From an optimization exercise on the open Yosys and OpenROAD flow, aimed at small area; shortcuts taken in it are not production practice.
RTL that was checked went through simulation tests only; none was proved equivalent to the original.

==> flow/design.v (excerpt) <==
module bm_noise_out #(
   parameter int DEPTH = 8,
   parameter int AW    = 3
) (
   input  logic          clk,
   input  logic          rst_n,
   input  logic          in_valid,
   output logic          in_ready,
   input  logic [16:0]   f,
   input  logic [15:0]   g0,
   input  logic [15:0]   g1,
   output logic          out_valid,
   input  logic          out_ready,
   output logic [15:0]   out_data,
   output logic          out_idx,
   output logic [AW:0]   fifo_level
);
clock: 8.0 ns
lec_check: 0
cap_margin: 20
core_margin: 2
core_utilization: 40
cts_buf_list: sky130_fd_sc_hd__clkbuf_8
cts_cluster_diameter: 60
cts_cluster_size: 18
slew_margin: 20
synth_hierarchical: 1
synth_minimum_keep_size: 0
standard.sh (not shown) runs the stock make flow with config.mk's settings and CLKGATE_MAP_FILE= SYNTH_SCRIPT=/design/flow/synth_recipe.tcl, a recipe that flattens the netlist after the stock synthesis.
==> flow/flow/run.sh <==
#!/bin/bash
# The standard layout (the standard.sh: standard synthesis, then ORFS
# floorplan to finish) with two placement/CTS choices changed:
#  - port buffers use the smallest buffer cell (every port still gets one);
#  - clock tree synthesis adds no dummy loads (same buffers and clustering
#    as config.mk asks for).
set -euo pipefail
export BUFFER_PORTS_ARGS="-buffer_cell sky130_fd_sc_hd__buf_1"
export CTS_ARGS="-sink_clustering_enable -repair_clock_nets -dont_use_dummy_load -buf_list sky130_fd_sc_hd__clkbuf_8 -sink_clustering_size 18 -sink_clustering_max_diameter 60"
bash standard.sh > standard.log 2>&1
Next try:
--- a/flow/design.v
+++ b/flow/design.v
@@ -16,15 +16,15 @@
    output logic [AW:0]   fifo_level
 );
    logic               init_reg;
    logic               s0_valid_reg;
    logic               s1_valid_reg;
    logic               s2_valid_reg;
    logic [AW-1:0]      wr_ptr_reg;
-   logic [AW-1:0]      slot_reg;
+   logic [DEPTH-1:0]   slot_sel_reg;
    logic [AW:0]        level_reg;
    logic               half_reg;
    logic [16:0]        mem_f  [0:DEPTH-1];
    logic [15:0]        mem_g0 [0:DEPTH-1];
    logic [15:0]        mem_g1 [0:DEPTH-1];
    logic               accept;
    logic               push;
@@ -41,16 +41,23 @@
    assign accept     = in_valid && in_ready;
    assign push       = s2_valid_reg;
    assign out_valid  = (level_reg != '0);
    assign pop        = out_valid && out_ready && half_reg;
    assign out_idx    = half_reg;
    assign fifo_level = level_reg;
    assign mul_hi   = out_valid && !half_reg;
-   assign mul_f    = mem_f[slot_reg];
-   assign mul_g    = mul_hi ? mem_g1[slot_reg] : mem_g0[slot_reg];
+   always_comb begin
+      mul_f = '0;
+      mul_g = '0;
+      for (int k = 0; k < DEPTH; k++) begin
+         mul_f = mul_f | ({17{slot_sel_reg[k]}} & mem_f[k]);
+         mul_g = mul_g | ({16{slot_sel_reg[k] && !mul_hi}} & mem_g0[k])
+                       | ({16{slot_sel_reg[k] &&  mul_hi}} & mem_g1[k]);
+      end
+   end
    logic p1, p2, p3, p4, p5, p6, p7, p8, p9, p10, p11, p12;
    logic p13, p14, p15, p16, p17, p18, p19, p20, p21, p22, p23, p24;
    logic p25, p26, p27, p28, p29, p30, p31, p32, p33, p34, p35, p36;
    logic p37, p38, p39, p40, p41, p42, p43, p44, p45, p46, p47, p48;
    logic p49, p50, p51, p52, p53, p54, p55, p56, p57, p58, p59, p60;
    logic p61, p62, p63, p64, p65, p66, p67, p68, p69, p70, p71, p72;
    logic p73, p74, p75, p76, p77, p78, p79, p80, p81, p82, p83, p84;
@@ -620,15 +627,15 @@
    bm_fa u_s715 (.x(s607), .y(c658), .z(s659), .s(s715), .c(c716));
    bm_fa u_s717 (.x(c608), .y(s661), .z(c660), .s(s717), .c(c718));
    bm_fa u_s719 (.x(c610), .y(s663), .z(c662), .s(s719), .c(c720));
    bm_fa u_s721 (.x(p256), .y(p271), .z(c664), .s(s721), .c(c722));
    logic [32:0] ra, rb, sum;
    assign ra = {1'b0, c722, c720, c718, c716, c714, c712, c710, c708, c706, c704, c702, c700, c698, c696, c694, c692, c690, c688, c686, c684, c682, c680, c678, c676, c674, c672, c670, c668, c666, s665, p2, p1};
    assign rb = {1'b1, p272, s721, s719, s717, s715, s713, s711, s709, s707, s705, s703, s701, s699, s697, s695, s693, s691, s689, s687, s685, s683, s681, s679, s677, s675, s673, s671, s669, s667, p33, p17, 1'b1};
-   logic [17:0] rc;
+   logic [14:0] rc;
    assign rc[0] = 1'b1;
    assign rc[1] = (ra[0] & rb[0]) | (ra[0] & rc[0]) | (rb[0] & rc[0]);
    assign rc[2] = (ra[1] & rb[1]) | (ra[1] & rc[1]) | (rb[1] & rc[1]);
    assign rc[3] = (ra[2] & rb[2]) | (ra[2] & rc[2]) | (rb[2] & rc[2]);
    assign rc[4] = (ra[3] & rb[3]) | (ra[3] & rc[3]) | (rb[3] & rc[3]);
    assign rc[5] = (ra[4] & rb[4]) | (ra[4] & rc[4]) | (rb[4] & rc[4]);
    assign rc[6] = (ra[5] & rb[5]) | (ra[5] & rc[5]) | (rb[5] & rc[5]);
@@ -636,39 +643,37 @@
    assign rc[8] = (ra[7] & rb[7]) | (ra[7] & rc[7]) | (rb[7] & rc[7]);
    assign rc[9] = (ra[8] & rb[8]) | (ra[8] & rc[8]) | (rb[8] & rc[8]);
    assign rc[10] = (ra[9] & rb[9]) | (ra[9] & rc[9]) | (rb[9] & rc[9]);
    assign rc[11] = (ra[10] & rb[10]) | (ra[10] & rc[10]) | (rb[10] & rc[10]);
    assign rc[12] = (ra[11] & rb[11]) | (ra[11] & rc[11]) | (rb[11] & rc[11]);
    assign rc[13] = (ra[12] & rb[12]) | (ra[12] & rc[12]) | (rb[12] & rc[12]);
    assign rc[14] = (ra[13] & rb[13]) | (ra[13] & rc[13]) | (rb[13] & rc[13]);
-   assign rc[15] = (ra[14] & rb[14]) | (ra[14] & rc[14]) | (rb[14] & rc[14]);
-   assign rc[16] = (ra[15] & rb[15]) | (ra[15] & rc[15]) | (rb[15] & rc[15]);
-   assign rc[17] = (ra[16] & rb[16]) | (ra[16] & rc[16]) | (rb[16] & rc[16]);
-   logic [15:0] hi;
-   assign hi = ra[32:17] + rb[32:17] + 16'(rc[17]);
-   assign sum = {hi, 17'(0)};
+   logic [18:0] hi;
+   assign hi = ra[32:14] + rb[32:14] + 19'(rc[14]);
+   assign sum = {hi, 14'(0)};
    assign mul_x = ~sum[32:17];
    assign out_data = out_valid ? out_reg : 16'h0000;
    always_ff @(posedge clk or negedge rst_n) begin
       if (!rst_n) begin
          init_reg     <= 1'b0;
          s0_valid_reg <= 1'b0;
          s1_valid_reg <= 1'b0;
          s2_valid_reg <= 1'b0;
          wr_ptr_reg   <= '0;
-         slot_reg     <= '0;
+         slot_sel_reg <= DEPTH'(1);
          level_reg    <= '0;
          half_reg     <= 1'b0;
       end else begin
          init_reg     <= 1'b1;
          s0_valid_reg <= accept;
          s1_valid_reg <= s0_valid_reg;
          s2_valid_reg <= s1_valid_reg;
          if (accept) wr_ptr_reg <= wr_ptr_reg + AW'(1);
-         if (out_valid && out_ready && !half_reg) slot_reg <= slot_reg + AW'(1);
+         if (out_valid && out_ready && !half_reg)
+            slot_sel_reg <= {slot_sel_reg[DEPTH-2:0], slot_sel_reg[DEPTH-1]};
          level_reg <= level_reg + (AW+1)'(push) - (AW+1)'(pop);
          if (out_valid && out_ready) half_reg <= ~half_reg;
       end
    end
    always_ff @(posedge clk) begin
       if (!out_valid || out_ready) out_reg <= mul_x;
    end
Outcome: Die area is lower by 1.3%. Design area drops by 3.4%. Sequential cell count went up by 5. Non-clock buffer count falls by 41. Hold slack loses 12 ps. Synthesized cell count grows by 15%. Worst setup slack is better by 220 ps. Routed wire length climbs by 17%.
No functional check of the RTL was part of the first run of this note.

[static timing again, ports no longer ideal]
The flow's constraints put no driver on any port. The routed layouts listed below were extracted and timed again, unchanged, in two steps.
Step 1 (the two cells are an assumption about what drives the block):
set clk [get_ports {clk}]
set_driving_cell -lib_cell sky130_fd_sc_hd__clkbuf_16 $clk
set_driving_cell -lib_cell sky130_fd_sc_hd__buf_2 [delete_from_list [all_inputs] $clk]
Step 2 adds t to the input delays and takes it off the output delays; t is the mean of the earliest and latest rising clock arrival at the registers after step 1. Input paths then give back, and output paths get back, about the clock's delay inside the block.
a / b / c = ideal / step 1 / step 2; a / b = the first two.
run	t (ns)	setup slack, ns	worst register clock-pin slew, ns
the first run	0.671	0.187 / 0.187 / 0.187	0.11 / 0.11
the second run	0.672	0.410 / 0.410 / 0.410	0.11 / 0.11
After both steps setup and hold are still met in every run listed.
